This is an optimization exercise on Yosys and OpenROAD, whose aim is small area, a short achievable clock period and few clock cycles per item, not a production implementation. Where RTL was checked, it was by simulation tests only, not by an equivalence proof against the original. The RTL of runs 1 to 5 was laid out without a check of its function.

### flow/run.sh
#!/bin/bash
# The standard layout (standard.sh), run in three parts, with these
# changes to how the layout is made:
# - synthesis does not extract full/half adders into sky130 fa/ha cells
#   before ABC (ADDER_MAP_FILE empty), so the carry-save and prefix logic
#   maps as gates;
# - ABC maps with flow/abc_speed.script (structural choices, then delay-
#   oriented mapping) instead of ORFS's, from a copy of ORFS's scripts folder
#   that differs only in that file;
# - during placement only, the delay cells (clkdlybuf4s*, dlygate*, dlymetal*)
#   are also don't-use, so the port buffers that placement inserts on every
#   input and output are plain buffers rather than delay cells.
# Registers, names and all other steps are the standard flow's. Each part's
# make output goes to its own log here; ORFS's per-step logs stay under
# orfs/logs.
set -euo pipefail
rm -rf scripts
cp -r "$FLOW_HOME/scripts" scripts
cp flow/abc_speed.script scripts/abc_speed.script
common=(SCRIPTS_DIR="$PWD/scripts" ADDER_MAP_FILE=)
bash standard.sh "${common[@]}" synth floorplan > flow_synth_floorplan.log 2>&1
du=$(make -s -C "$FLOW_HOME" DESIGN_CONFIG="$PWD/config.mk" WORK_HOME="$PWD/orfs" print-DONT_USE_CELLS | sed -n 's/^DONT_USE_CELLS: //p')
dly="sky130_fd_sc_hd__clkdlybuf4s15_1 sky130_fd_sc_hd__clkdlybuf4s15_2 sky130_fd_sc_hd__clkdlybuf4s18_1 sky130_fd_sc_hd__clkdlybuf4s18_2 sky130_fd_sc_hd__clkdlybuf4s25_1 sky130_fd_sc_hd__clkdlybuf4s25_2 sky130_fd_sc_hd__clkdlybuf4s50_1 sky130_fd_sc_hd__clkdlybuf4s50_2 sky130_fd_sc_hd__dlygate4sd1_1 sky130_fd_sc_hd__dlygate4sd2_1 sky130_fd_sc_hd__dlygate4sd3_1 sky130_fd_sc_hd__dlymetal6s2s_1 sky130_fd_sc_hd__dlymetal6s4s_1 sky130_fd_sc_hd__dlymetal6s6s_1"
bash standard.sh "${common[@]}" DONT_USE_CELLS="$du $dly" place > flow_place.log 2>&1
bash standard.sh "${common[@]}" finish > flow_finish.log 2>&1
### flow/abc_speed.script
strash
dch -f
map
topo
buffer -c
upsize -c
dnsize -c
### standard.sh
#!/bin/bash
# synth_recipe.tcl (not shown) runs the flow's synth.tcl, then flattens the netlist and writes it again
# the make line also repeats each setting of config.mk as NAME=value (left out here)
make -C /OpenROAD-flow-scripts/flow DESIGN_CONFIG=/design/flow/config.mk WORK_HOME=/design/flow/orfs CLKGATE_MAP_FILE= SYNTH_SCRIPT=/design/flow/synth_recipe.tcl "${@:-finish}"
### config.mk
export PLATFORM = sky130hd
export DESIGN_NAME = euclidean_integer_divider_top
export DESIGN_NICKNAME = euclidean_integer_divider_top
export VERILOG_FILES = /design/flow/design.v
export SDC_FILE = /design/flow/constraint.sdc
export NUM_CORES = 4
export LEC_CHECK = 0
export CAP_MARGIN = 20
export CORE_MARGIN = 2
export CORE_UTILIZATION = 40
export PLACE_DENSITY = 0.6
export SETUP_SLACK_MARGIN = 2.0
export SLEW_MARGIN = 20
### constraint.sdc
create_clock -name core_clock -period 5.0 [get_ports {clock}]
set_input_delay 1.0000 -clock core_clock [delete_from_list [all_inputs] [get_ports {clock}]]
set_output_delay 1.0000 -clock core_clock [all_outputs]
set_load 0.01 [all_outputs]
### design.v
`default_nettype none
package edv_pkg;
   localparam int unsigned DataWidth = 32;
   localparam int unsigned QuoWidth  = DataWidth + 1;
   typedef struct packed {
      logic signed [DataWidth-1:0] dividend;
      logic signed [DataWidth-1:0] divisor;
   } req_type;
   typedef struct packed {
      logic signed [QuoWidth-1:0] quotient;
      logic                       divide_by_zero;
   } rsp_type;
endpackage
`default_nettype wire
`default_nettype none
module edv_add #(
   parameter int N = 31
) (
   input  wire logic [N-1:0] a,
   input  wire logic [N-1:0] b,
   input  wire logic         ci,
   output logic      [N-1:0] s,
   output logic              co
);
   function automatic integer clog2(input integer x);
      clog2 = 0;
      for (integer i = 0; i < 31; i = i + 1) begin
         if ((1 << i) < x) clog2 = i + 1;
      end
   endfunction
   localparam int L = clog2(N + 1);
   logic [(L+1)*(N+1)-1:0] g;
   logic [(L+1)*(N+1)-1:0] p;
   assign g[0] = ci;
   assign p[0] = 1'b0;
   for (genvar m = 1; m <= N; m++) begin : g_in
      assign g[m] = a[m-1] & b[m-1];
      assign p[m] = a[m-1] ^ b[m-1];
   end
   for (genvar l = 0; l < L; l++) begin : g_lvl
      for (genvar m = 0; m <= N; m++) begin : g_pos
         if (((m >> l) & 1) == 1) begin : g_op
            localparam int J = ((m >> l) << l) - 1;
            assign g[(l+1)*(N+1)+m] = g[l*(N+1)+m] | (p[l*(N+1)+m] & g[l*(N+1)+J]);
            assign p[(l+1)*(N+1)+m] = p[l*(N+1)+m] & p[l*(N+1)+J];
         end else begin : g_cp
            assign g[(l+1)*(N+1)+m] = g[l*(N+1)+m];
            assign p[(l+1)*(N+1)+m] = p[l*(N+1)+m];
         end
      end
   end
   for (genvar m = 0; m < N; m++) begin : g_sum
      assign s[m] = p[m+1] ^ g[L*(N+1)+m];
   end
   assign co = g[L*(N+1)+N];
endmodule
`default_nettype wire
`default_nettype none
module edv_lzc (
   input  wire logic [31:0] x,
   output logic             v,
   output logic [4:0]       c
);
   logic [15:0] v0;  logic [15:0]   c0;
   logic [7:0]  v1;  logic [7:0][1:0] c1;
   logic [3:0]  v2;  logic [3:0][2:0] c2;
   logic [1:0]  v3;  logic [1:0][3:0] c3;
   for (genvar i = 0; i < 16; i++) begin : g_l0
      assign v0[i] = x[2*i+1] | x[2*i];
      assign c0[i] = !x[2*i+1];
   end
   for (genvar i = 0; i < 8; i++) begin : g_l1
      assign v1[i] = v0[2*i+1] | v0[2*i];
      assign c1[i] = v0[2*i+1] ? {1'b0, c0[2*i+1]} : {1'b1, c0[2*i]};
   end
   for (genvar i = 0; i < 4; i++) begin : g_l2
      assign v2[i] = v1[2*i+1] | v1[2*i];
      assign c2[i] = v1[2*i+1] ? {1'b0, c1[2*i+1]} : {1'b1, c1[2*i]};
   end
   for (genvar i = 0; i < 2; i++) begin : g_l3
      assign v3[i] = v2[2*i+1] | v2[2*i];
      assign c3[i] = v2[2*i+1] ? {1'b0, c2[2*i+1]} : {1'b1, c2[2*i]};
   end
   assign v = v3[1] | v3[0];
   assign c = v3[1] ? {1'b0, c3[1]} : {1'b1, c3[0]};
endmodule
`default_nettype wire
`default_nettype none
module euclidean_integer_divider_top #(
   parameter int KS = 2       
) (
   input  wire logic              clock,
   input  wire logic              reset,
   input  wire logic              req_valid,
   output logic                   req_ready,
   input  edv_pkg::req_type       req_data,
   output logic                   rsp_valid,
   input  wire logic              rsp_ready,
   output edv_pkg::rsp_type       rsp_data
);
   localparam int P  = KS - 1;       
   localparam int WN = 35 + P;       
   localparam int YN = WN + 1;       
   localparam int CW = 5;            
   logic [WN-1:0] ws_q, wc_q;    
   logic          qp0_q, qn0_q;  
   logic [32:0]   q_q;           
   logic [32:0]   qm_q;          
   logic [31:0]   d_q;           
   logic          bneg_q;        
   logic          bz_q;          
   logic          dbz_q;
   logic [CW-1:0] cnt_q;         
   logic          fst_q;         
   logic          act_q;         
   logic          pc_q;          
   logic          vld_q;
   wire [31:0] a = req_data.dividend;
   wire [31:0] b = req_data.divisor;
   wire [30:0] bx = b[30:0] ^ {31{b[31]}};
   logic       unused_v;
   logic [4:0] z;
   edv_lzc u_lz (.x({bx, 1'b1}), .v(unused_v), .c(z));
   logic [CW-1:0] cyc;
   logic [P+1:0]  shl;     
   always_comb begin
      cyc = '0;
      shl = '0;
      for (int i = 0; i < 32; i++) begin
         for (int ng = 0; ng < 2; ng++) begin
            if (z == 5'(i) && b[31] == ng[0]) begin
               cyc = CW'((i + 1 + ng + KS - 1) / KS);
               shl = (P+2)'(1) << (P + 1 - ng - (((i + 1 + ng + KS - 1) / KS) * KS - (i + 1 + ng)));
            end
         end
      end
   end
   logic [4:0]    zf_q;
   logic [P+1:0]  shf_q;
   logic [CW-1:0] cyf_q;
   logic          pv_q;     
   always_ff @(posedge clock) begin
      zf_q  <= z;
      shf_q <= shl;
      cyf_q <= cyc;
   end
   wire [31:0] bn = b << zf_q;
   logic [WN-1:0] w0, c0;
   always_comb begin
      w0 = '0;
      c0 = '0;
      for (int k = 0; k <= P + 1; k++) begin
         w0 = w0 | ({WN{shf_q[k]}} & ({{(WN-32){a[31]}}, a} << k));
         c0 = c0 | ({WN{shf_q[k] & b[31]}} & ({{(WN-32){b[31]}}, b} << k));
      end
   end
   wire [YN-1:0] dx   = {{(YN-34-P){d_q[31]}}, d_q, {(P+2){1'b0}}};
   wire          dneg = d_q[31];
   function automatic logic [1:0] dsel(input logic [3:0] est, input logic neg);
      logic ge0, m1;
      ge0 = !est[3];
      m1  = (est == 4'b1111);
      dsel = neg ? {!ge0 && !m1, ge0} : {ge0, !ge0 && !m1};    
   endfunction
   logic [WN-1:0] ws [KS+1];
   logic [WN-1:0] wc [KS+1];
   logic [KS:0]   qp, qn;
   logic [KS-1:0] dp, dn;
   assign ws[0] = ws_q;
   assign wc[0] = wc_q;
   assign qp[0] = qp0_q;
   assign qn[0] = qn0_q;
   for (genvar j = 0; j < KS; j++) begin : g_step
      localparam int FW = (j == KS - 1) ? 0 : 6 + 2 * (KS - 2 - j);
      wire [YN-1:0] ys = {ws[j], 1'b0};
      wire [YN-1:0] yc = {wc[j], 1'b0};
      wire up = qp[j];
      wire dw = qn[j];
      assign dp[KS-1-j] = up;
      assign dn[KS-1-j] = dw;
      wire [YN-1:0] op = ({YN{up}} & ~dx) | ({YN{dw}} & dx);
      wire [YN-1:0] sm = ys ^ yc ^ op;
      wire [YN-1:0] cy = (ys & yc) | (ys & op) | (yc & op);
      wire [WN-1:0] wsf = sm[WN-1:0];
      wire [WN-1:0] wcf = {cy[WN-2:0], up};
      wire [YN-1:0] smp = ys ^ yc ^ ~dx;
      wire [YN-1:0] cyp = (ys & yc) | (ys & ~dx) | (yc & ~dx);
      wire [YN-1:0] smz = ys ^ yc;
      wire [YN-1:0] cyz = ys & yc;
      wire [YN-1:0] smn = ys ^ yc ^ dx;
      wire [YN-1:0] cyn = (ys & yc) | (ys & dx) | (yc & dx);
      wire [WN-1:0] wsp = smp[WN-1:0];
      wire [WN-1:0] wcp = {cyp[WN-2:0], 1'b1};
      wire [WN-1:0] wsz = smz[WN-1:0];
      wire [WN-1:0] wcz = {cyz[WN-2:0], 1'b0};
      wire [WN-1:0] wsn = smn[WN-1:0];
      wire [WN-1:0] wcn = {cyn[WN-2:0], 1'b0};
      wire [1:0] gp = dsel(wsp[WN-1:WN-4] + wcp[WN-1:WN-4], dneg);
      wire [1:0] gz = dsel(wsz[WN-1:WN-4] + wcz[WN-1:WN-4], dneg);
      wire [1:0] gn = dsel(wsn[WN-1:WN-4] + wcn[WN-1:WN-4], dneg);
      wire [1:0] g  = up ? gp : dw ? gn : gz;
      assign qp[j+1] = g[1];
      assign qn[j+1] = g[0];
      if (FW > 0) begin : g_win
         wire [WN-1:0] wsw = up ? wsp : dw ? wsn : wsz;
         wire [WN-1:0] wcw = up ? wcp : dw ? wcn : wcz;
         assign ws[j+1] = {wsw[WN-1:WN-FW], wsf[WN-FW-1:0]};
         assign wc[j+1] = {wcw[WN-1:WN-FW], wcf[WN-FW-1:0]};
      end else begin : g_nowin
         assign ws[j+1] = wsf;
         assign wc[j+1] = wcf;
      end
   end
   wire signed [KS+1:0] dpv = {2'b00, dp};
   wire signed [KS+1:0] dnv = {2'b00, dn};
   wire signed [KS+1:0] v   = dpv - dnv;
   wire [32:0] s_q  = fst_q ? 33'd0 : q_q;
   wire [32:0] s_qm = fst_q ? {33{1'b1}} : qm_q;
   function automatic logic [32:0] otf(input logic signed [KS+1:0] u,
                                       input logic [32:0] sm1, input logic [32:0] s0);
      logic signed [KS+1:0] h;
      h = u >>> KS;
      if (h < 0) otf = {sm1[32-KS:0], u[KS-1:0]};
      else       otf = {s0[32-KS:0], u[KS-1:0]};
   endfunction
   wire signed [KS+1:0] one = (KS+2)'(1);
   wire [32:0] q_n  = otf(v,       s_qm, s_q);
   wire [32:0] qm_n = otf(v - one, s_qm, s_q);
   logic [WN-2:0] unused_s;
   logic          wcarry;
   edv_add #(.N(WN-1)) u_sgn (.a(ws_q[WN-2:0]), .b(wc_q[WN-2:0]), .ci(1'b0), .s(unused_s), .co(wcarry));
   wire        wneg = ws_q[WN-1] ^ wc_q[WN-1] ^ wcarry;
   wire        k0   = !bz_q && !(wneg ^ bneg_q);
   wire        km   = !bz_q && (wneg ^ bneg_q);
   wire [32:0] qf   = ({33{k0}} & q_q) | ({33{km}} & qm_q);
   wire wait1 = fst_q && vld_q && !rsp_ready;
   wire step  = act_q && !pc_q && !wait1;
   wire load  = req_valid && pv_q && (!act_q || pc_q || wait1);
   wire take  = step && fst_q;
   always_ff @(posedge clock) begin
      if (load) begin
         d_q    <= bn;
         bneg_q <= b[31];
         bz_q   <= (b == 32'd0);
      end
   end
   always_ff @(posedge clock) begin
      if (load) begin
         ws_q  <= w0;
         wc_q  <= c0;
         {qp0_q, qn0_q} <= dsel(w0[WN-1:WN-4] + c0[WN-1:WN-4], b[31]);
         cnt_q <= cyf_q;
         fst_q <= 1'b1;
      end else begin
         ws_q  <= ws[KS];
         wc_q  <= wc[KS];
         {qp0_q, qn0_q} <= {qp[KS], qn[KS]};
         cnt_q <= cnt_q - 1'b1;
         fst_q <= 1'b0;
      end
   end
   always_ff @(posedge clock) begin
      qm_q <= qm_n;
   end
   always_ff @(posedge clock) begin
      if (step) begin
         q_q <= q_n;
      end else if (pc_q) begin
         q_q   <= qf;
         dbz_q <= bz_q;
      end
   end
   always_ff @(posedge clock) begin
      if (reset) begin
         pv_q  <= 1'b0;
         act_q <= 1'b0;
         pc_q  <= 1'b0;
         vld_q <= 1'b0;
      end else begin
         pv_q  <= req_valid && !take;
         act_q <= load || (act_q && !pc_q);
         pc_q  <= step && (cnt_q == CW'(1));
         vld_q <= pc_q || (vld_q && !rsp_ready);
      end
   end
   assign req_ready = take;
   assign rsp_valid = vld_q;
   assign rsp_data  = {q_q, dbz_q};
endmodule
`default_nettype wire
==> results of run 1 <==
metrics by stage:
stage | setup slack [ns] | util | hold slack (ns)
final | 1.84 | 0.495 | 0.431
after global routing | 1.70 | 0.495 | 0.462
after CTS | 1.98 | 0.466 | 0.435
after floorplan | 1.87 | - | 0.406
after detailed placement | 0.820 | 0.424 | 0.417
after global placement | 0.874 | 0.424 | 0.413
synthesized netlist by cell type (8+ instances only):
library cell | count | area (µm²)
o211ai_1 | 12 | 90.1
xor2_1 | 20 | 175
nor3_1 | 19 | 95.1
inv_1 | 223 | 837
clkbuf_1 | 91 | 342
o21ai_0 | 258 | 1290
nand2_1 | 604 | 2270
nand3_1 | 125 | 626
dfxtp_1 | 130 | 2600
o21bai_1 | 32 | 240
xnor2_1 | 25 | 219
edfxtp_1 | 68 | 2040
a22oi_1 | 68 | 510
inv_2 | 8 | 30.0
and2_1 | 24 | 150
buf_2 | 25 | 125
o221ai_1 | 10 | 87.6
buf_1 | 11 | 41.3
o21ai_1 | 61 | 305
o22ai_1 | 49 | 307
nor2_1 | 293 | 1100
a21oi_1 | 107 | 536
a31oi_1 | 55 | 344
nand4_1 | 38 | 238
cell families after synthesis:
group                  synth area share
AO/OA/AOI/OAI                     0.279
AND/OR/NAND/NOR                   0.309
buffers and inverters            0.0934
XOR/XNOR                         0.0248
flip-flops                        0.293
multiplexers                    0.00126
per-layer routing:
| metal | share of wire | track usage |
|---|---|---|
| met2 | 0.47 | 0.445 |
| met3 | 0.067 | 0.0433 |
| met5 | 0 | 0 |
| met1 | 0.44 | 0.376 |
| met4 | 0.022 | 0.0772 |
critical path: stages:
cell and delay (ns):
clkbuf_16 0.17, buf_16 0.17, nor2_4 0.11, nand2_2 0.08
o2bb2ai_4 0.19, nor2_4 0.22, buf_6 0.13, nand4_1 0.15
nand4_1 0.18, inv_2 0.10, buf_6 0.13, a21oi_2 0.11
nand3_1 0.09, a21oi_2 0.16, a31oi_1 0.10, nor3b_1 0.24
o2111ai_1 0.16
final timing paths:
path	startpoint	to
hold / removal	cyf_q[0]	cnt_q[0]
setup reg to reg	wc_q[32]	q_q[32]
setup / recovery	req_data[31]	cyf_q[1]
hold reg to reg	cyf_q[0]	cnt_q[0]
layout make-up:
class	count	area, µm²
fill	4036	19700
tap	518	648
timing repair buffer	238	1720
sequential	198	4670
multi-input combinational	1935	10700
timing repair inverter	4	20.0
antenna	1	2.50
clock inverter	15	183
inverter	234	922
clock buffer	17	425
sequential cells by signal (all words and copies together) (netlist names):
name and count:
act_q 1, bneg_q 1, bz_q 1, cnt_q 5, cyf_q 5, d_q 32, dbz_q 1, fst_q 1
pc_q 1, pv_q 1, q_q 33, qm_q 33, qn0_q 1, qp0_q 1, shf_q 3, vld_q 1
wc_q 36, ws_q 36, zf_q 5
timing repair:
item / CTS / global route
cloned: 10 / 10
setup endpoints to repair: 147 / 144
buffers inserted: 49 / 50
hold endpoints to repair: 0 / 0
gates resized for setup: 125 / 168
pin swaps: 31 / 73
==> run summary, run 1 <==
clock tree from TritonCTS built; initial antenna violation count 1; largest fanout of any net on the critical path 8; synthesized instance count ~2500; Post-synth EDFFs between 60 and 70; number of placed cells counting well taps about 3000; total routing resource utilization after global routing 0.274; Die ar. roughly 41000 µm²; total number of nets in the final design 2696; first-pass GRT wire length 89600 µm; final HPWL from detailed placement 40300 µm; post-synthesis async set-or-reset flop share 0; number of cell instances on the worst register-to-register path 17; Hold Buf Count CTS 0; Worst Setup Start Kind input pin; synthesis-to-finish area growth 21.4%; Tightest Pin Transition 1.16 ns; final hold viol count 0; RePlAce Congestion ~0.93; #FFs+latches synth between 150 and 200; drt first-iter violations 1747; initial standard-cell utilization of the core 0.408; unrepaired setup endpoints after global routing yes; total setup violations reported at the end of the flow 0; via count of the first global-routing pass between 15000 and 20000; number of nets with antenna violations after detailed routing 0; max-slew violation count 0; clock-pin transition on the worst setup and hold timing paths about 0.070 ns; CTS HTree Levels 4; Fmax roughly 320 MHz; dpl cell area roughly 17000 µm²; Longest Clk Path Bufs 2; status no timing/DRC/antenna violations; 1st-pass router iterations 6; Setup TNS 0 ns; clock tree skew after final layout 0.0224 ns; final critical path time including I/O delays and setup 3.16 ns; per-instance average area after synthesis 6.35 µm²; hold depth 2; final clock period utilization by the worst path 0.633; core region area about 39000 µm²; total clock buffers created by CTS 17; number of vias after detailed routing ~18000; critical path arrival 3.51 ns; largest net degree at the start of global routing ~90; Layout Cell Area excl Fill 19300 µm²; horizontal extent of the die about 200 µm; number of buffers added on ports 103; Worst-Skew Late Latency roughly 0.49 ns; clock tree root buffer cell clkbuf_16; post-route DRC violation count 0; y dimension of the die about 200 µm; register area share after synthesis 0.293; gr ovfl total 0; flip-flop cell with the highest count after synthesis dfxtp_1; # rows between 70 and 80; sort of element at the end of the critical path flop; setup slack of the worst register-to-register path between 2 and 2.5 ns; fraction of layout cells with a size suffix above 1 0.156; average wire per cell in the routed design 18.6 µm; most common cell after layout, fill and taps aside nand2_1; count of yosys warnings during synthesis 3; clk sinks approximately 200; Synth cell types between 70 and 80; aggregate routed wire length around 59000 µm; worst min-delay path category reg2reg; MaxCap Viol Count 0; vias per std cell about 5.7; Max transition margin 0.230; cell area after synthesis 15900 µm²; post-synth net total 2565; Worst EP required approximately 5.3 ns; number of I/O pins around 100; highest-count cells in the layout ignoring fill and taps nand2_1 (559), nor2_1 (273), o21ai_0 (237); post-layout instance count excluding filler cells roughly 3200; category of the most critical setup path in2reg
==> run 2, diff against run 1 <==
--- a/design.v
+++ b/design.v
@@ -114,2 +114,4 @@
    logic          fst_q;         
+   logic [KS-1:0] pdp_q, pdn_q;  
+   logic          ofs_q;         
    logic          act_q;         
@@ -123,24 +125,18 @@
    edv_lzc u_lz (.x({bx, 1'b1}), .v(unused_v), .c(z));
+   logic [4:0] zf_q;     
+   logic       pv_q;     
+   always_ff @(posedge clock) begin
+      zf_q <= z;
+   end
    logic [CW-1:0] cyc;
-   logic [P+1:0]  shl;     
+   logic [P:0]    epad;
    always_comb begin
-      cyc = '0;
-      shl = '0;
+      cyc  = '0;
+      epad = '0;
       for (int i = 0; i < 32; i++) begin
-         for (int ng = 0; ng < 2; ng++) begin
-            if (z == 5'(i) && b[31] == ng[0]) begin
-               cyc = CW'((i + 1 + ng + KS - 1) / KS);
-               shl = (P+2)'(1) << (P + 1 - ng - (((i + 1 + ng + KS - 1) / KS) * KS - (i + 1 + ng)));
-            end
+         if (zf_q == 5'(i)) begin
+            cyc  = CW'((i + 2 + KS - 1) / KS);
+            epad = (P+1)'(1) << (((i + 2 + KS - 1) / KS) * KS - (i + 2));
          end
       end
-   end
-   logic [4:0]    zf_q;
-   logic [P+1:0]  shf_q;
-   logic [CW-1:0] cyf_q;
-   logic          pv_q;     
-   always_ff @(posedge clock) begin
-      zf_q  <= z;
-      shf_q <= shl;
-      cyf_q <= cyc;
    end
@@ -151,5 +147,5 @@
       c0 = '0;
-      for (int k = 0; k <= P + 1; k++) begin
-         w0 = w0 | ({WN{shf_q[k]}} & ({{(WN-32){a[31]}}, a} << k));
-         c0 = c0 | ({WN{shf_q[k] & b[31]}} & ({{(WN-32){b[31]}}, b} << k));
+      for (int e = 0; e <= P; e++) begin
+         w0 = w0 | ({WN{epad[e]}} & ({{(WN-32){a[31]}}, a} << (P - e)));
+         c0 = c0 | ({WN{epad[e] & b[31]}} & ({{(WN-32){b[31]}}, b} << (P - e)));
       end
@@ -213,7 +209,7 @@
    end
-   wire signed [KS+1:0] dpv = {2'b00, dp};
-   wire signed [KS+1:0] dnv = {2'b00, dn};
+   wire signed [KS+1:0] dpv = {2'b00, pdp_q};
+   wire signed [KS+1:0] dnv = {2'b00, pdn_q};
    wire signed [KS+1:0] v   = dpv - dnv;
-   wire [32:0] s_q  = fst_q ? 33'd0 : q_q;
-   wire [32:0] s_qm = fst_q ? {33{1'b1}} : qm_q;
+   wire [32:0] s_q  = ofs_q ? 33'd0 : q_q;
+   wire [32:0] s_qm = ofs_q ? {33{1'b1}} : qm_q;
    function automatic logic [32:0] otf(input logic signed [KS+1:0] u,
@@ -234,7 +230,7 @@
    wire        km   = !bz_q && (wneg ^ bneg_q);
-   wire [32:0] qf   = ({33{k0}} & q_q) | ({33{km}} & qm_q);
-   wire wait1 = fst_q && vld_q && !rsp_ready;
-   wire step  = act_q && !pc_q && !wait1;
-   wire load  = req_valid && pv_q && (!act_q || pc_q || wait1);
-   wire take  = step && fst_q;
+   wire [32:0] qf   = ({33{k0}} & q_n) | ({33{km}} & qm_n);
+   wire blk  = act_q && ofs_q && vld_q;
+   wire step = act_q && !pc_q && !blk;
+   wire take = act_q && ofs_q && !vld_q;
+   wire load = req_valid && pv_q && (!act_q || (pc_q && !ofs_q) || blk);
    always_ff @(posedge clock) begin
@@ -251,3 +247,3 @@
          {qp0_q, qn0_q} <= dsel(w0[WN-1:WN-4] + c0[WN-1:WN-4], b[31]);
-         cnt_q <= cyf_q;
+         cnt_q <= cyc;
          fst_q <= 1'b1;
@@ -262,8 +258,11 @@
    always_ff @(posedge clock) begin
-      qm_q <= qm_n;
-   end
-   always_ff @(posedge clock) begin
-      if (step) begin
+      pdp_q <= dp;
+      pdn_q <= dn;
+      qm_q  <= qm_n;
+      ofs_q <= !load && (step ? fst_q : (ofs_q && !pc_q));
+   end
+   always_ff @(posedge clock) begin
+      if (step && !fst_q) begin
          q_q <= q_n;
-      end else if (pc_q) begin
+      end else if (pc_q && !blk) begin
          q_q   <= qf;
@@ -282,3 +281,3 @@
          pc_q  <= step && (cnt_q == CW'(1));
-         vld_q <= pc_q || (vld_q && !rsp_ready);
+         vld_q <= (pc_q && !blk) || (vld_q && !rsp_ready);
       end
--- a/config.mk
+++ b/config.mk
@@ -11,3 +11,3 @@
 export PLACE_DENSITY = 0.6
-export SETUP_SLACK_MARGIN = 2.0
+export SETUP_SLACK_MARGIN = 2.2
 export SLEW_MARGIN = 20
==> run 2 against run 1 <==
  * Still clean on timing, DRC and antenna
  * Final cell count fell by 3.4%
  * Global-route usage rose by 0.085 points
  * Highest routed layer unchanged
  * Critical endpoint is now q_q[26]
  * Largest cell class unchanged
  * Worst setup slack improved by 0.40 ns
==> run summary, run 2 <==
fraction of synthesized cell area taken by the top area cell type 0.165; setup slack of the worst register-to-register path roughly 2.2 ns; leading post-synthesis cells by instance count nand2_1 (620), inv_1 (318), nor2_1 (234); largest family of logic cells by synthesized area simple AND/OR/NAND/NOR gates; drt first-iter violations about 1700; number of buffers added on ports 103; most common cell after layout, fill and taps aside nand2_1; total number of nets in the final design approximately 2600; Synth cell types 59; XOR/XNOR share of the synthesized area 0.0185; unrepaired setup endpoints after global routing yes; Critical path origin wc_q[27]; initial standard-cell utilization of the core 0.404; flip-flop cell with the highest count after synthesis dfxtp_1; number of I/O pins 104; total routing resource utilization after global routing 0.275; status no timing/DRC/antenna violations; number of nets with antenna violations after detailed routing 0; #FFs+latches synth slightly below 200; synthesized instance count 2420; MaxCap Viol Count 0; Max transition margin 0.300; clk sinks ~190; total setup violations reported at the end of the flow 0; highest-count cells in the layout ignoring fill and taps nand2_1 (609), inv_1 (312), o21ai_0 (228); average wire per cell in the routed design between 15 and 20 µm; Die ar. 39400 µm²; gr ovfl total 0; initial antenna violation count 0; number of vias after detailed routing around 17000; final critical path time including I/O delays and setup roughly 2.8 ns; vias per std cell 5.61; post-synth net total about 2500; final hold viol count 0; Tightest Pin Transition ~1.1 ns; Worst-Skew Late Latency around 0.46 ns; minimum hold slack between 0.4 and 0.5 ns; post-route DRC violation count 0; cell area after synthesis 15100 µm²; number of cell instances on the worst register-to-register path 13; clock tree root buffer cell clkbuf_16; dominant cells by area after synthesis dfxtp_1 (17%), nand2_1 (15%), edfxtp_1 (13%); # rows 71; Fmax between 300 and 400 MHz; synthesized-area fraction occupied by adder cells 0; terminus of the critical flop-to-flop path q_q[26]; aggregate routed wire length 56100 µm; Post-synth EDFFs 68; Worst EP required approximately 5.2 ns; final HPWL from detailed placement ~40000 µm; clock-pin transition on the worst setup and hold timing paths 0.08 ns; final clock period utilization by the worst path 0.552; count of yosys warnings during synthesis 3; 1st-pass router iterations 6; horizontal extent of the die between 150 and 200 µm; y dimension of the die just under 200 µm; RePlAce Congestion ~0.9; synthesis-to-finish area growth 16.4%; Simple-Gate Fraction of Synth Area 0.328; first-pass GRT wire length around 84000 µm; cell type contributing the most total cell area after synthesis dfxtp_1; per-instance average area after synthesis 6.26 µm²; core region area 37500 µm²; Longest Clk Path Bufs 2; most frequent cell after synthesis nand2_1; fraction of synthesized area in multiplexers 0.00264; Critical path destination q_q[26]; clock tree from TritonCTS built; Antenna diodes 0; largest fanout of any net on the critical path 8; fraction of layout cells with a size suffix above 1 0.0980; CTS HTree Levels 4; largest registers ranked by flip-flop count wc_q: 36 flops, ws_q: 36 flops, q_q: 33 flops; critical path arrival roughly 3.0 ns; max-slew violation count 0; largest net degree at the start of global routing just over 80; worst min-delay path category reg2reg; total clock buffers created by CTS 17; Setup TNS 0 ns; sort of element at the end of the critical path flop; clock tree skew after final layout roughly 0.014 ns; category of the most critical setup path reg2reg; Worst Setup Start Kind flop; post-synthesis async set-or-reset flop share 0; R2R Path Start wc_q[27]; via count of the first global-routing pass approximately 16000; fraction of the mapped netlist area in compound gates 0.237; register area share after synthesis 0.300
run 2: worst max-delay path, stage by stage (launching register included):
cell      delay (ns)
dfxtp_2         0.34
and2_4          0.15
nor2_2          0.13
nand4_1         0.22
nor4_4          0.25
nand4_1         0.20
a21oi_2         0.30
o21bai_4        0.11
inv_2           0.09
o21ai_1         0.10
a31oi_4         0.23
buf_4           0.18
buf_16          0.12
o22ai_1         0.07
run 2: stage by stage:
step / util / cells / worst slack (ns) / area (µm²)
5_1_grt: 0.470 / 3051 / 2.11 / 17600
4_1_cts: 0.455 / 3020 / 2.18 / 17100
3_3_place_gp: 0.423 / 2951 / 1.19 / 15900
2_1_floorplan: - / 2420 / 2.44 / 15100
3_5_place_dp: 0.424 / 2952 / 1.21 / 15900
6_report: 0.470 / 3051 / 2.24 / 17600
run 2: cells by family (layout without fill, tap and decap cells):
kind of cell    Yosys count  count (layout)
compound gates          592             592
xor+xnor                 32              32
buf+inv                 440             557
flops                   193             193
mux                       4               4
simple gates           1159            1162
run 2: routing by layer:
layer / part of all wire / routed length (µm) / up-vias / GRT usage
li1: - / - / 8414 / -
met1: 0.41 / 23200 / 7934 / 0.343
met2: 0.48 / 27000 / 668 / 0.474
met3: 0.062 / 3480 / 104 / 0.0336
met4: 0.043 / 2440 / 0 / 0.121
met5: 0 / 0 / - / 0
run 2: what timing repair did:
item	in CTS	in global routing
hold buffers	0	0
gates resized for setup	55	87
pin swaps	15	13
cloned	6	4
setup buffers	30	27
endpoints found under the setup margin	112	119
run 2: worst min-delay path by stage:
stage / from / end / slack, ns / cells past startpoint
2_1_floorplan: qp0_q / pdp_q[1] / 0.36 / 0
3_3_place_gp: cnt_q[2] / pc_q / 0.42 / 1
3_5_place_dp: cnt_q[2] / pc_q / 0.41 / 1
4_1_cts: cnt_q[2] / pc_q / 0.42 / 1
5_1_grt: cnt_q[2] / pc_q / 0.47 / 1
6_report: cnt_q[2] / pc_q / 0.43 / 1
run 2: layout make-up:
class	instances	area (µm²)
Tap cell	511	639
Sequential cell	193	4570
Inverter	325	1250
Clock buffer	19	454
Timing Repair inverter	3	20.0
Clock inverter	13	161
Multi-Input combinational cell	1790	9250
Fill cell	3919	19900
Timing Repair Buffer	197	1270
==> run 3, diff against run 2 <==
--- a/config.mk
+++ b/config.mk
@@ -11,3 +11,3 @@
 export PLACE_DENSITY = 0.6
-export SETUP_SLACK_MARGIN = 2.2
+export SETUP_SLACK_MARGIN = 2.0
 export SLEW_MARGIN = 20
==> run 3 against run 2 <==
  * Sequential cell count did not move
  * Routed wire length fell by 2.7%
  * Utilization fell by 1.6 points
  * Final cell count fell by 1.0%
  * Area after synthesis did not move
  * Critical path depth fell by 7
  * Hold slack got worse by 0.0043 ns
  * Synthesized cell count did not move
  * Largest cell class unchanged
==> run summary, run 3 <==
clock tree from TritonCTS built; Layout Cell Area excl Fill about 17000 µm²; final critical path time including I/O delays and setup 2.96 ns; number of cell instances on the worst register-to-register path 12; sort of element at the end of the critical path flop; post-layout instance count excluding filler cells 3020; number of buffers added on ports slightly above 100; number of vias after detailed routing 17000; most common cell after layout, fill and taps aside nand2_1; Worst-Skew Late Latency 0.46 ns; Critical path origin req_valid; CTS HTree Levels 4; total number of nets in the final design around 2600; Worst path max stage delay between 0.8 and 0.9 ns; setup slack of the worst register-to-register path about 2.1 ns; R2R Path Start wc_q[27]; total routing resource utilization after global routing 0.267; worst path cell trace buf_1 -> nand2_1 -> nor2_4 -> inv_2 -> a221oi_1 -> a31oi_1; count of yosys warnings during synthesis 3; register area share after synthesis 0.300; Max transition margin 0.312; number of placed cells counting well taps between 2000 and 3000; MaxCap Viol Count 0; clock tree skew after final layout approximately 0.014 ns; largest net degree at the start of global routing between 80 and 90; synthesized instance count between 2000 and 2500; Longest Clk Path Bufs 2; average wire per cell in the routed design roughly 18 µm; Synth cell types 59; Worst EP required around 5.3 ns; synthesis-to-finish area growth 12.4%; vias per std cell between 5 and 6; largest fanout of any net on the critical path 33; total setup violations reported at the end of the flow 0; per-instance average area after synthesis approximately 6.3 µm²; via count of the first global-routing pass 15100; Die ar. between 30000 and 40000 µm²; post-synthesis async set-or-reset flop share 0; worst min-delay path category reg2reg; most frequent cell after synthesis nand2_1; Setup TNS 0 ns; category of the most critical setup path in2reg; # rows around 70; gr ovfl total 0; total clock buffers created by CTS 17; initial antenna violation count 0; Fmax 337 MHz; Post-synth EDFFs between 60 and 70; final clock period utilization by the worst path 0.593; highest-count cells in the layout ignoring fill and taps nand2_1 (617), inv_1 (316), o21ai_0 (231); drt first-iter violations ~1600; Critical path destination wc_q[5]; dpl cell area ~16000 µm²; fraction of synthesized cell area taken by the top area cell type 0.165; max-slew violation count 0; 1st-pass router iterations 6; clk sinks between 150 and 200; cell type contributing the most total cell area after synthesis dfxtp_1; initial standard-cell utilization of the core 0.404; leading post-synthesis cells by instance count nand2_1 (620), inv_1 (318), nor2_1 (234); fraction of layout cells with a size suffix above 1 0.0701; unrepaired setup endpoints after global routing yes; clock tree root buffer cell clkbuf_16; core region area roughly 37000 µm²; post-route DRC violation count 0; flip-flop cell with the highest count after synthesis dfxtp_1; critical path arrival 3.26 ns; status no timing/DRC/antenna violations; terminus of the critical flop-to-flop path q_q[31]; final HPWL from detailed placement between 30000 and 40000 µm; clock-pin transition on the worst setup and hold timing paths approximately 0.080 ns; number of nets with antenna violations after detailed routing 0; first-pass GRT wire length 82100 µm; Antenna diodes 0; largest registers ranked by flip-flop count wc_q: 36 flops, ws_q: 36 flops, q_q: 33 flops; y dimension of the die roughly 200 µm; critical-path cell with the highest stage delay a221oi_1; final hold viol count 0; dominant cells by area after synthesis dfxtp_1 (17%), nand2_1 (15%), edfxtp_1 (13%); Worst Setup Start Kind input pin; cell area after synthesis about 15000 µm²; number of I/O pins 104; aggregate routed wire length between 50000 and 60000 µm; post-synth net total about 2500; Tightest Pin Transition a little over 1 ns; #FFs+latches synth between 150 and 200; horizontal extent of the die around 200 µm; RePlAce Congestion 0.906; Hold Buf Count CTS 0
## run 3: cell counts after synthesis
No cell type changed its count.
## run 3: worst min path at each step
| stage | start | end | slack (ns) | depth (start not counted) |
|---|---|---|---|---|
| 6_report | cnt_q[2] | pc_q | 0.43 | 1 |
| 3_5_place_dp | cnt_q[2] | pc_q | 0.41 | 1 |
| 5_1_grt | cnt_q[2] | pc_q | 0.47 | 1 |
| 2_1_floorplan | qp0_q | pdp_q[1] | 0.36 | 0 |
| 3_3_place_gp | cnt_q[2] | pc_q | 0.42 | 1 |
| 4_1_cts | cnt_q[2] | pc_q | 0.42 | 1 |
## run 3: cell type report
| type | instances | area, µm² |
|---|---|---|
| clock buffers | 19 | 454 |
| clock inverters | 13 | 161 |
| fillers | 3988 | 20500 |
| inverters | 325 | 1240 |
| multi-input cells | 1790 | 9070 |
| flip-flops and latches | 193 | 4560 |
| well taps | 511 | 639 |
| repair buffers | 167 | 880 |
| repair inverters | 2 | 10.0 |
## run 3: cells by family after synthesis
family / after synthesis / synth area share
XOR/XNOR: 32 / 0.0185
buffers and inverters: 440 / 0.113
multiplexers: 4 / 0.00264
AND/OR/NAND/NOR: 1159 / 0.328
flip-flops: 193 / 0.300
AO/OA/AOI/OAI: 592 / 0.237
## run 3: layer usage
layer  up-vias  track usage  share of wire
met5         -            0              0
li1       8355            -              -
met4         0        0.109          0.040
met2       622        0.458           0.48
met1      7919        0.340           0.42
met3        94       0.0300          0.057
## run 3: metrics by stage
| stage | hold slack (ns) | utilization | worst slack (ns) |
|---|---|---|---|
| after floorplan | 0.355 | - | 2.44 |
| after global placement | 0.417 | 0.423 | 1.19 |
| after detailed placement | 0.413 | 0.424 | 1.21 |
| after CTS | 0.422 | 0.444 | 2.01 |
| after global routing | 0.467 | 0.454 | 1.99 |
| final | 0.425 | 0.454 | 2.04 |
## run 3: worst max-delay path, delay by kind of cell
kind,cells,cell delay (ns)
compound gates,2,0.92
buf+inv,2,0.46
simple gates,2,0.85
## run 3: what timing repair did
action / 4_1_cts / 5_1_grt
pin swaps: 3 / 9
endpoints found under the hold margin: 0 / 0
gates cloned: 1 / 5
setup buffers: 10 / 20
gates resized for setup: 19 / 41
endpoints found under the setup margin: 108 / 130
==> run 4, diff against run 3 <==
--- a/config.mk
+++ b/config.mk
@@ -11,3 +11,3 @@
 export PLACE_DENSITY = 0.6
-export SETUP_SLACK_MARGIN = 2.0
+export SETUP_SLACK_MARGIN = 2.6
 export SLEW_MARGIN = 20
==> run 4 against run 3 <==
  * Still clean on timing, DRC and antenna
  * Utilization grew 8.0 points
  * First-iteration DRC count shrank 2.8%
==> run summary, run 4 <==
status no timing/DRC/antenna violations; drt first-iter violations around 1500; # rows 71; number of cell instances on the worst register-to-register path 15; synthesized-area fraction occupied by adder cells 0; total number of nets in the final design roughly 2700; core region area ~37000 µm²; total setup violations reported at the end of the flow 0; Tightest Pin Transition roughly 1.0 ns; largest fanout of any net on the critical path 5; final HPWL from detailed placement between 40000 and 50000 µm; total clock buffers created by CTS 17; Worst EP required around 5.2 ns; post-layout instance count excluding filler cells approximately 3100; y dimension of the die just under 200 µm; Setup TNS 0 ns; average wire per cell in the routed design a little under 20 µm; cell area after synthesis 15100 µm²; terminus of the critical flop-to-flop path q_q[31]; Fmax roughly 360 MHz; highest-count cells in the layout ignoring fill and taps nand2_1 (530), inv_1 (309), nor2_1 (215); number of nets with antenna violations after detailed routing 0; Worst Setup Start Kind flop; clock tree from TritonCTS built; final critical path time including I/O delays and setup roughly 2.8 ns; setup slack of the worst register-to-register path approximately 2.2 ns; fraction of synthesized cell area taken by the top area cell type 0.165; Max transition margin 0.330; MaxCap Viol Count 0; number of placed cells counting well taps slightly below 3000; dominant cells by area after synthesis dfxtp_1 (17%), nand2_1 (15%), edfxtp_1 (13%); leading post-synthesis cells by instance count nand2_1 (620), inv_1 (318), nor2_1 (234); Filler Cell Count ~3700; gr ovfl total 0; largest family of logic cells by synthesized area simple AND/OR/NAND/NOR gates; count of yosys warnings during synthesis 3; Critical path origin wc_q[28]; cell type contributing the most total cell area after synthesis dfxtp_1; sort of element at the end of the critical path flop; post-route DRC violation count 0; aggregate routed wire length between 60000 and 70000 µm; Post-synth EDFFs 68; final hold viol count 0; register area share after synthesis 0.300; clk sinks between 150 and 200; total routing resource utilization after global routing 0.297; via count of the first global-routing pass 16700; vias per std cell roughly 5.8; worst min-delay path category reg2reg; Die ar. a little under 40000 µm²; Antenna diodes 0; post-synthesis async set-or-reset flop share 0; largest registers ranked by flip-flop count wc_q: 36 flops, ws_q: 36 flops, q_q: 33 flops; largest net degree at the start of global routing 57; synthesis-to-finish area growth 32.1%; Simple-Gate Fraction of Synth Area 0.328; clock-pin transition on the worst setup and hold timing paths ~0.09 ns; Critical path destination q_q[31]; number of vias after detailed routing 18000; first-pass GRT wire length between 90000 and 100000 µm; unrepaired setup endpoints after global routing yes; most common cell after layout, fill and taps aside nand2_1; per-instance average area after synthesis between 6 and 7 µm²; fraction of the mapped netlist area in compound gates 0.237; number of I/O pins 104; fraction of synthesized area in multiplexers 0.00264; Worst-Skew Late Latency approximately 0.47 ns; XOR/XNOR share of the synthesized area 0.0185; hold depth 1; RePlAce Congestion a little under 1; synthesized instance count around 2400; initial antenna violation count 0; clock tree root buffer cell clkbuf_16; critical path arrival 3.02 ns; final setup slack of the worst path around 2.2 ns; number of buffers added on ports 103; clock tree skew after final layout around 0.024 ns; post-synth net total approximately 2500; flip-flop cell with the highest count after synthesis dfxtp_1; fraction of layout cells with a size suffix above 1 0.222; pre-CTS setup slack approximately 1.4 ns; 1st-pass router iterations 7; horizontal extent of the die between 150 and 200 µm; initial standard-cell utilization of the core 0.404; category of the most critical setup path reg2reg; final clock period utilization by the worst path 0.563; Synth cell types 59; R2R Path Start wc_q[28]; CTS HTree Levels 4; Longest Clk Path Bufs 2; most frequent cell after synthesis nand2_1; #FFs+latches synth between 150 and 200; max-slew violation count 0
-- run 4: worst min path at each step --
| stage | startpoint | to | slack, ns |
|---|---|---|---|
| floorplan | qp0_q | pdp_q[1] | 0.36 |
| global placement | cnt_q[2] | pc_q | 0.41 |
| detailed placement | cnt_q[2] | pc_q | 0.41 |
| CTS | cnt_q[2] | pc_q | 0.43 |
| global route | cnt_q[2] | pc_q | 0.45 |
| finish | cnt_q[2] | pc_q | 0.43 |
-- run 4: what timing repair did --
item	4_1_cts	5_1_grt
setup buffers	97	23
pin swaps	64	105
gates cloned	18	5
hold buffers	0	0
gates resized for setup	361	222
hold endpoints to repair	0	0
setup endpoints to repair	200	175
-- run 4: critical path, stage by stage, from the launching register on --
cell and delay (ns):
dfxtp_2 0.33, nand2_2 0.06, inv_1 0.06, nor2_2 0.12
nand4_1 0.23, nor4_4 0.36, nand4_1 0.22, a21oi_4 0.25
o21bai_4 0.11, inv_2 0.09, o21ai_2 0.07, a31oi_2 0.19
buf_4 0.16, buf_6 0.12, buf_12 0.12, o32ai_2 0.06
-- run 4: final cells by class --
type | instances | area (µm²) | share of cell area
repair inverters | 4 | 23.8 | 0.00119
flip-flops and latches | 193 | 4590 | 0.229
clock inverters | 13 | 103 | 0.00513
multi-input cells | 1791 | 10600 | 0.532
clock buffers | 19 | 433 | 0.0216
inverters | 325 | 1270 | 0.0634
well taps | 511 | 639 | 0.0320
repair buffers | 274 | 2310 | 0.115
-- run 4: metrics by stage --
step | cell area (µm²) | util | hold slack (ns)
after floorplan | 15200 | - | 0.355
after global placement | 15900 | 0.424 | 0.411
after detailed placement | 15900 | 0.424 | 0.413
after CTS | 18900 | 0.505 | 0.428
after global routing | 20000 | 0.534 | 0.447
final | 20000 | 0.534 | 0.432
-- run 4: routing by layer --
layer / vias to the layer above / GRT usage / wire length [µm]
met4: 0 / 0.177 / 3790
met1: 8446 / 0.370 / 24400
met2: 792 / 0.491 / 28800
met5: - / 0 / 0
met3: 202 / 0.0390 / 4000
li1: 8598 / - / -
-- run 4: logic make-up after synthesis --
family / count (synthesis)
compound gates: 592
xor+xnor: 32
buf+inv: 440
flops: 193
mux: 4
simple gates: 1159
==> run 5, diff against run 4 <==
--- a/config.mk
+++ b/config.mk
@@ -11,3 +11,3 @@
 export PLACE_DENSITY = 0.6
-export SETUP_SLACK_MARGIN = 2.6
+export SETUP_SLACK_MARGIN = 2.4
 export SLEW_MARGIN = 20
==> run 5 against run 4 <==
  * Still clean on timing, DRC and antenna
  * Die area stayed put
  * Via count fell by 2.5%
  * Design area shrank 4.9%
  * First-iteration DRC count grew 13%
  * Largest cell class unchanged
==> run summary, run 5 <==
status no timing/DRC/antenna violations; core region area ~37000 µm²; critical path arrival between 2 and 3 ns; final clock period utilization by the worst path 0.553; worst path cell trace and2_4 -> nor2_4 -> nand4_1 -> nor4_4 -> nand4_1 -> a21oi_4 -> o21bai_4 -> inv_2 -> o21ai_2 -> a31oi_4 -> buf_6 -> clkbuf_16 -> o22ai_2; Worst EP required 5.20 ns; Tightest Pin Transition about 1.1 ns; leading post-synthesis cells by instance count nand2_1 (620), inv_1 (318), nor2_1 (234); Antenna diodes 0; clk sinks 193; clock tree from TritonCTS built; Max transition margin 0.274; cell type contributing the most total cell area after synthesis dfxtp_1; synthesized instance count around 2400; final hold viol count 0; number of cell instances on the worst register-to-register path 13; post-route DRC violation count 0; Fmax 361 MHz; Worst Setup Start Kind flop; unrepaired setup endpoints after global routing yes; pre-CTS setup slack roughly 1.2 ns; post-synthesis async set-or-reset flop share 0; synthesis-to-finish area growth 25.6%; register area share after synthesis 0.300; terminus of the critical flop-to-flop path q_q[20]; critical-path cell with the highest stage delay dfxtp_2; largest registers ranked by flip-flop count wc_q: 36 flops, ws_q: 36 flops, q_q: 33 flops; y dimension of the die around 200 µm; Critical path destination q_q[20]; Longest Clk Path Bufs 2; 1st-pass router iterations 7; vias per std cell 5.69; Synth cell types between 50 and 60; initial antenna violation count 0; setup slack of the worst register-to-register path between 2 and 2.5 ns; Hold Buf Count CTS 0; per-instance average area after synthesis 6.26 µm²; R2R Path Start wc_q[27]; total setup violations reported at the end of the flow 0; total clock buffers created by CTS 17; cell area after synthesis between 15000 and 20000 µm²; largest fanout of any net on the critical path 4; number of I/O pins about 100; most frequent cell after synthesis nand2_1; Setup TNS 0 ns; Worst-Skew Late Latency 0.46 ns; flip-flop cell with the highest count after synthesis dfxtp_1; initial standard-cell utilization of the core 0.404; count of yosys warnings during synthesis 3; aggregate routed wire length slightly below 60000 µm; fraction of synthesized cell area taken by the top area cell type 0.165; CTS HTree Levels 4; max-slew violation count 0; clock tree skew after final layout about 0.017 ns; Layout Utilization 0.507; average wire per cell in the routed design 18.9 µm; sort of element at the end of the critical path flop; MaxCap Viol Count 0; largest net degree at the start of global routing about 80; number of vias after detailed routing between 15000 and 20000; post-synth net total 2488; number of buffers added on ports roughly 100; total number of nets in the final design between 2000 and 3000; final HPWL from detailed placement around 40000 µm; category of the most critical setup path reg2reg; Die ar. between 30000 and 40000 µm²; clock tree root buffer cell clkbuf_16; gr ovfl total 0; # rows around 70; fraction of layout cells with a size suffix above 1 0.172; highest-count cells in the layout ignoring fill and taps nand2_1 (559), inv_1 (311), nor2_1 (217); Worst path max stage delay ~0.34 ns; final setup slack of the worst path roughly 2.2 ns; horizontal extent of the die a little under 200 µm; RePlAce Congestion between 0.9 and 1; Post-synth EDFFs 68; number of nets with antenna violations after detailed routing 0; Critical path origin wc_q[27]; first-pass GRT wire length between 80000 and 90000 µm; final critical path time including I/O delays and setup roughly 2.8 ns; #FFs+latches synth about 190; most common cell after layout, fill and taps aside nand2_1; worst min-delay path category reg2reg; critical path's most frequent cell nand4_1; dominant cells by area after synthesis dfxtp_1 (17%), nand2_1 (15%), edfxtp_1 (13%); clock-pin transition on the worst setup and hold timing paths around 0.08 ns; Filler Cell Count approximately 3800; via count of the first global-routing pass ~16000; total routing resource utilization after global routing 0.280; drt first-iter violations roughly 1700
## run 5: timing repair
item / in CTS / in global routing
endpoints found under the setup margin: 142 / 137
gates cloned: 10 / 10
gates resized for setup: 122 / 257
pin swaps: 18 / 70
setup buffers: 44 / 44
## run 5: per-stage QoR
stage	cells	instance area (µm²)	hold slack (ns)
after floorplan	2420	15100	0.355
after global placement	2951	15900	0.417
after detailed placement	2952	15900	0.413
after CTS	3038	17500	0.422
after global routing	3092	19000	0.466
final	3092	19000	0.429
## run 5: logic make-up after synthesis
| family | share of synthesized area |
|---|---|
| buffers and inverters | 0.113 |
| DFF | 0.300 |
| AOI/OAI and AO/OA | 0.237 |
| and+or+nand+nor | 0.328 |
| xor gates and xnor gates | 0.0185 |
| muxes | 0.00264 |
## run 5: how the worst min path moves through the flow
stage	cells after the start	slack, ns	to	start
after floorplan	0	0.36	pdp_q[1]	qp0_q
after global placement	1	0.42	pc_q	cnt_q[2]
after detailed placement	1	0.41	pc_q	cnt_q[2]
after CTS	1	0.42	pc_q	cnt_q[2]
after global routing	1	0.47	pc_q	cnt_q[2]
final	1	0.43	pc_q	cnt_q[2]
## run 5: final cells by class
type,instances,area (µm²),area share
Clock buffer,19,454,0.0239
Timing Repair inverter,4,21.3,0.00112
Clock inverter,13,161,0.00849
Tap cell,511,639,0.0336
Inverter,325,1260,0.0661
Sequential cell,193,4590,0.241
Multi-Input combinational cell,1790,10100,0.530
Timing Repair Buffer,237,1820,0.0957
## run 5: per-layer routing
layer,vias to the layer above,global-route usage,wire length [µm],part of all wire
met4,0,0.135,2770,0.047
met3,129,0.0392,3900,0.067
met1,8221,0.346,23700,0.41
met5,-,0,0,0
li1,8502,-,-,-
met2,742,0.478,28000,0.48
## run 5: worst max-delay path, delay by kind of cell, from the launching register on
family          cells  cell delay (ns)
flops               1             0.34
buf+inv             3             0.41
compound gates      5             0.79
simple gates        5             0.97
==> run 6, diff against run 5 <==
--- a/design.v
+++ b/design.v
@@ -116,2 +116,3 @@
    logic          ofs_q;         
+   logic          pk_q;          
    logic          act_q;         
@@ -228,5 +229,3 @@
    wire        wneg = ws_q[WN-1] ^ wc_q[WN-1] ^ wcarry;
-   wire        k0   = !bz_q && !(wneg ^ bneg_q);
-   wire        km   = !bz_q && (wneg ^ bneg_q);
-   wire [32:0] qf   = ({33{k0}} & q_n) | ({33{km}} & qm_n);
+   wire        pick = wneg ^ bneg_q;
    wire blk  = act_q && ofs_q && vld_q;
@@ -260,3 +259,2 @@
       pdn_q <= dn;
-      qm_q  <= qm_n;
       ofs_q <= !load && (step ? fst_q : (ofs_q && !pc_q));
@@ -264,6 +262,8 @@
    always_ff @(posedge clock) begin
-      if (step && !fst_q) begin
-         q_q <= q_n;
-      end else if (pc_q && !blk) begin
-         q_q   <= qf;
+      if ((step && !fst_q) || (pc_q && !blk)) begin
+         q_q  <= q_n;
+         qm_q <= qm_n;
+      end
+      if (pc_q && !blk) begin
+         pk_q  <= pick;
          dbz_q <= bz_q;
@@ -286,3 +286,3 @@
    assign rsp_valid = vld_q;
-   assign rsp_data  = {q_q, dbz_q};
+   assign rsp_data  = {dbz_q ? 33'd0 : pk_q ? qm_q : q_q, dbz_q};
 endmodule
==> run 6 against run 5 <==
  * Still clean on timing, DRC and antenna
  * Critical path depth decreased by 1
  * Non-clock buffer count is 24 lower
  * Sequential cell count rose by 3
  * Register-to-register slack gained 0.08 ns
  * Design area fell by 3.5%
  * Die area down 0.52%
  * Sequential share of layout area rose by 3.0 points
  * Critical endpoint is now wc_q[19]
==> run summary, run 6 <==
status no timing/DRC/antenna violations; highest-count cells in the layout ignoring fill and taps nand2_1 (485), nor2_1 (317), inv_1 (237); unrepaired setup endpoints after global routing yes; Worst EP required approximately 5.3 ns; Setup TNS 0 ns; count of yosys warnings during synthesis 3; total number of nets in the final design between 2000 and 2500; most common cell after layout, fill and taps aside nand2_1; total clock buffers created by CTS 17; y dimension of the die roughly 200 µm; final HPWL from detailed placement about 36000 µm; number of nets with antenna violations after detailed routing 0; Filler Cell Count about 3700; final hold viol count 0; average wire per cell in the routed design 18.4 µm; Hold Buf Count CTS 0; Antenna diodes 0; Synth cell types 64; number of buffers added on ports around 100; fraction of layout cells with a size suffix above 1 0.158; post-route DRC violation count 0; Layout Cell Area excl Fill 18400 µm²; number of cell instances on the worst register-to-register path 12; total setup violations reported at the end of the flow 0; max-slew violation count 0; Longest Clk Path Bufs 2; Max transition margin 0.379; core region area ~37000 µm²; clk sinks between 150 and 200; critical path arrival between 3 and 4 ns; flip-flop cell with the highest count after synthesis edfxtp_1; largest net degree at the start of global routing 79; initial antenna violation count 0; fraction of synthesized cell area taken by the top area cell type 0.203; Worst Setup Start Kind flop; RePlAce Congestion about 0.97; Worst-Skew Late Latency approximately 0.46 ns; synthesis-to-finish area growth 21.9%; hold depth 1; drt first-iter violations 1729; post-synth net total ~2400; Tightest Pin Transition 0.931 ns; number of vias after detailed routing 16700; first-pass GRT wire length approximately 80000 µm; final critical path time including I/O delays and setup ~2.7 ns; aggregate routed wire length between 50000 and 60000 µm; final clock period utilization by the worst path 0.538; number of I/O pins 104; post-synthesis async set-or-reset flop share 0; Post-synth EDFFs 102; Die ar. approximately 40000 µm²; largest fanout of any net on the critical path 6; cell type contributing the most total cell area after synthesis edfxtp_1; Fmax between 300 and 400 MHz; # rows between 70 and 80; clock tree from TritonCTS built; initial standard-cell utilization of the core 0.403; clock-pin transition on the worst setup and hold timing paths 0.08 ns; synthesized instance count roughly 2300; via count of the first global-routing pass 14900; clock tree skew after final layout roughly 0.018 ns; category of the most critical setup path reg2reg; sort of element at the end of the critical path flop; register area share after synthesis 0.328; gr ovfl total 0; dominant cells by area after synthesis edfxtp_1 (20%), nand2_1 (13%), dfxtp_1 (12%); worst min-delay path category reg2reg; per-instance average area after synthesis roughly 6.6 µm²; 1st-pass router iterations 7; dpl cell area around 16000 µm²; Layout Utilization 0.491; horizontal extent of the die a little under 200 µm; vias per std cell ~5.7; leading post-synthesis cells by instance count nand2_1 (511), nor2_1 (330), inv_1 (245); clock tree root buffer cell clkbuf_16; CTS HTree Levels 4; most frequent cell after synthesis nand2_1; MaxCap Viol Count 0; #FFs+latches synth about 200; cell area after synthesis ~15000 µm²; total routing resource utilization after global routing 0.262; largest registers ranked by flip-flop count wc_q: 36 flops, ws_q: 36 flops
[run 6: changes by cell type in the layout (fill, tap and decap cells not counted), moves of 21 or more]
cell      change
buf_2        +31
o22ai_1      +21
nand2_2      -23
o22ai_2      -28
nand2_1      -74
dfxtp_1      -21
o21ai_2      +22
nor2_1      +100
edfxtp_1     +34
a21oi_1      +41
buf_1        -41
nand4_1      -43
nand3_1      -48
inv_1        -74
[run 6: metal layers]
| metal | global-route usage | vias up | routed length [µm] |
|---|---|---|---|
| met5 | 0 | - | 0 |
| met1 | 0.359 | 7816 | 23500 |
| met3 | 0.0354 | 98 | 4210 |
| met2 | 0.425 | 713 | 24800 |
| li1 | - | 8105 | - |
| met4 | 0.0916 | 0 | 1650 |
[run 6: cell families (layout without fill, tap and decap cells)]
family,Yosys count,after routing,synth area share
DFF,196,196,0.328
buffers and inverters,366,495,0.0951
muxes,7,7,0.00465
and+or+nand+nor,1030,1032,0.282
AOI/OAI and AO/OA,660,663,0.268
xor gates and xnor gates,37,37,0.0220
[run 6: worst paths after layout]
path,start,to,slack [ns]
hold / removal,cnt_q[4],pc_q,0.44
setup / recovery,d_q[28],wc_q[19],2.31
hold reg to reg,cnt_q[4],pc_q,0.44
setup reg to reg,d_q[28],wc_q[19],2.31
[run 6: metrics by stage]
step | std cells | hold WS [ns] | worst slack, ns
4_1_cts | 2891 | 0.441 | 2.36
2_1_floorplan | 2296 | 0.326 | 2.53
3_3_place_gp | 2817 | 0.422 | 1.56
3_5_place_dp | 2817 | 0.431 | 1.45
6_report | 2941 | 0.441 | 2.31
5_1_grt | 2941 | 0.456 | 2.19
[run 6: critical path: stages (launching register included)]
cell and delay [ns]:
edfxtp_1 0.52, o21ai_2 0.27, nand3_2 0.13, nand2_2 0.10
nand4_1 0.15, nand2_2 0.14, nand2_2 0.09, a41oi_4 0.33
a22o_4 0.33, buf_8 0.17, nand2_1 0.09, a21oi_2 0.15
o22ai_1 0.08
[run 6: area by class of cell]
cell class,count,area (µm²),share of cell area
Clock buffer,18,450,0.0245
Clock inverter,14,121,0.00661
Inverter,248,958,0.0522
Multi-Input combinational cell,1739,9650,0.526
Sequential cell,196,4970,0.271
Tap cell,511,639,0.0348
Timing Repair Buffer,213,1550,0.0846
Timing Repair inverter,2,12.5,0.000682
[run 6: what timing repair did]
item	CTS	global route
hold endpoints to repair	0	0
gates cloned	6	10
pin swaps	14	57
endpoints found under the setup margin	115	123
resized for setup	146	143
setup buffers	36	39
Testbench counts of run 6, summed over its fixed seeds: cycles 37,387, items 3,600.
==> run 7, diff against run 6 <==
--- a/config.mk
+++ b/config.mk
@@ -11,3 +11,3 @@
 export PLACE_DENSITY = 0.6
-export SETUP_SLACK_MARGIN = 2.4
+export SETUP_SLACK_MARGIN = 2.0
 export SLEW_MARGIN = 20
==> run 7 against run 6 <==
  * Register-to-register slack worse by 0.14 ns
  * Die area is the same
  * Critical path depth stayed put
  * Hold slack got worse by 0.0024 ns
==> run summary, run 7 <==
number of nets with antenna violations after detailed routing 0; dpl cell area between 15000 and 20000 µm²; Filler Cell Count between 3000 and 4000; per-instance average area after synthesis around 6.6 µm²; unrepaired setup endpoints after global routing yes; fraction of synthesized cell area taken by the top area cell type 0.203; flip-flop cell with the highest count after synthesis edfxtp_1; via count of the first global-routing pass around 14000; core region area between 30000 and 40000 µm²; Fmax about 350 MHz; total clock buffers created by CTS 17; MaxCap Viol Count 0; leading post-synthesis cells by instance count nand2_1 (511), nor2_1 (330), inv_1 (245); number of buffers added on ports about 100; synthesis-to-finish area growth 10.5%; final hold viol count 0; final critical path time including I/O delays and setup roughly 2.8 ns; RePlAce Congestion approximately 0.93; 1st-pass router iterations 5; Post-synth EDFFs slightly above 100; first-pass GRT wire length about 77000 µm; Setup TNS 0 ns; y dimension of the die a little under 200 µm; clock-pin transition on the worst setup and hold timing paths approximately 0.08 ns; number of vias after detailed routing between 15000 and 20000; max-slew violation count 0; cell type contributing the most total cell area after synthesis edfxtp_1; critical path arrival 3.19 ns; fraction of layout cells with a size suffix above 1 0.0619; largest registers ranked by flip-flop count wc_q: 36 flops, ws_q: 36 flops; worst min-delay path category reg2reg; Tightest Pin Transition between 0.9 and 1 ns; clock tree root buffer cell clkbuf_16; largest net degree at the start of global routing approximately 70; highest-count cells in the layout ignoring fill and taps nand2_1 (508), nor2_1 (326), inv_1 (241); dominant cells by area after synthesis edfxtp_1 (20%), nand2_1 (13%), dfxtp_1 (12%); synthesized instance count roughly 2300; clk sinks 196; sort of element at the end of the critical path flop; clock tree skew after final layout roughly 0.015 ns; # rows 71; largest fanout of any net on the critical path 12; total number of nets in the final design approximately 2400; count of yosys warnings during synthesis 3; drt first-iter violations approximately 1500; vias per std cell between 5 and 6; cell area after synthesis 15100 µm²; category of the most critical setup path in2reg; Worst-Skew Late Latency 0.45 ns; Longest Clk Path Bufs 2; clock tree from TritonCTS built; horizontal extent of the die approximately 200 µm; initial antenna violation count 2; post-synth net total 2364; Layout Cell Area excl Fill between 15000 and 20000 µm²; total setup violations reported at the end of the flow 0; post-synthesis async set-or-reset flop share 0; gr ovfl total 0; aggregate routed wire length roughly 50000 µm; Worst EP required approximately 5.4 ns; post-route DRC violation count 0; Die ar. around 40000 µm²; total routing resource utilization after global routing 0.250; Max transition margin 0.346; number of I/O pins 104; average wire per cell in the routed design roughly 17 µm; CTS HTree Levels 4; #FFs+latches synth roughly 200; initial standard-cell utilization of the core 0.403; final clock period utilization by the worst path 0.568; minimum hold slack around 0.44 ns; final HPWL from detailed placement around 36000 µm; Worst Setup Start Kind input pin; Synth cell types 64; register area share after synthesis 0.328; most frequent cell after synthesis nand2_1; status no timing/DRC/antenna violations; most common cell after layout, fill and taps aside nand2_1
-- run 7: cell count changes in the layout (fill, tap and decap cells not counted), moves of 12 or more --
cell	change
a211oi_1	+29
a211oi_2	-19
buf_1	+42
buf_2	-30
buf_4	-46
nand2_1	+23
nand2_2	-17
nand3_1	+18
nand3_2	-12
-- run 7: critical path: stages --
cell and delay, ns:
buf_2 0.31, clkinvlp_2 0.67, nand2_1 0.26, nand2_1 0.07, nand2_1 0.06, nor2_1 0.08, inv_1 0.09, a211oi_1 0.05
nor3_1 0.22, o221ai_1 0.16, a21oi_1 0.15, nor2_1 0.05
-- run 7: metal layers --
layer | vias to the layer above | global-route usage | share of wire
li1 | 7976 | - | -
met4 | 0 | 0.0821 | 0.028
met3 | 91 | 0.0448 | 0.065
met5 | - | 0 | 0
met2 | 532 | 0.408 | 0.46
met1 | 7345 | 0.334 | 0.45
-- run 7: cell type report --
class	count	area [µm²]	area share
well taps	511	639	0.0384
repair buffers	143	671	0.0403
diodes	1	2.50	0.000150
repair inverters	3	15.0	0.000902
clock buffers	18	429	0.0258
clock inverters	14	165	0.00992
multi-input cells	1736	8820	0.530
inverters	248	951	0.0571
flip-flops and latches	196	4950	0.298
-- run 7: per-stage QoR --
step	setup WS, ns	instances	utilization
after CTS	2.00	2860	0.441
after floorplan	2.21	2296	-
final	2.16	2870	0.445
after global routing	1.89	2869	0.445
after detailed placement	1.24	2816	0.421
after global placement	1.34	2816	0.421
-- run 7: cell families (layout without fill, tap and decap cells) --
logic type / after synthesis / in the layout / synth area share
AOI/OAI and AO/OA: 660 / 660 / 0.268
other: 0 / 1 / 0
and+or+nand+nor: 1030 / 1032 / 0.282
buffers and inverters: 366 / 426 / 0.0951
xor gates and xnor gates: 37 / 37 / 0.0220
muxes: 7 / 7 / 0.00465
DFF: 196 / 196 / 0.328
-- run 7: worst paths after layout --
kind                 from  depth (start not counted)      end  slack, ns
min                  pc_q                          1    ofs_q       0.44
max          req_data[31]                         12  zf_q[1]       2.16
min reg2reg          pc_q                          1    ofs_q       0.44
max reg2reg       d_q[27]                         14    qn0_q       2.17
-- run 7: repair_timing --
action	4_1_cts	5_1_grt
hold buffers	0	0
gates cloned	2	3
buffers inserted	10	6
endpoints found under the setup margin	111	82
gates resized for setup	11	21
pin swaps	1	2
hold endpoints to repair	0	0

port drivers added, routing unchanged:
Ports are ideal in the flow. The routed layouts listed here were re-timed in OpenROAD. Step 1: set_driving_cell puts a clkbuf_16 on clock and a buf_2 on each other input, an assumption about the parent block. Step 2 moves the port delays by t, midway between the first and last clock arrival at a register: inputs arrive t later, outputs are due t later. That takes back most of the time a late clock gives input paths. a / b / c = no drivers / after step 1 / after step 2; a / b = the first two.
run | t (ns) | slack for setup (ns) | worst hold slack (ns) | worst slew at a driven data input, ns | cell pins on the clock port's net
run 1 | 0.528 | 1.836 / 1.718 / 1.190 | 0.431 / 0.431 / 0.431 | 0.18 | 1
run 2 | 0.507 | 2.240 / 2.240 / 1.838 | 0.429 / 0.429 / 0.429 | 0.05 | 1
run 3 | 0.508 | 2.036 / 2.070 / 1.562 | 0.425 / 0.425 / 0.425 | 0.05 | 1
run 4 | 0.514 | 2.187 / 2.187 / 1.925 | 0.432 / 0.432 / 0.432 | 0.06 | 1
run 5 | 0.509 | 2.234 / 2.234 / 1.881 | 0.429 / 0.429 / 0.429 | 0.05 | 1
run 6 | 0.510 | 2.312 / 2.305 / 2.024 | 0.441 / 0.441 / 0.441 | 0.04 | 1
run 7 | 0.500 | 2.160 / 2.143 / 1.693 | 0.439 / 0.439 / 0.439 | 0.10 | 1
After both steps every run listed still meets setup and hold. For run 1, which loses most, drivers alone change the setup slack by -0.118 ns; drivers and shift together by -0.646 ns.
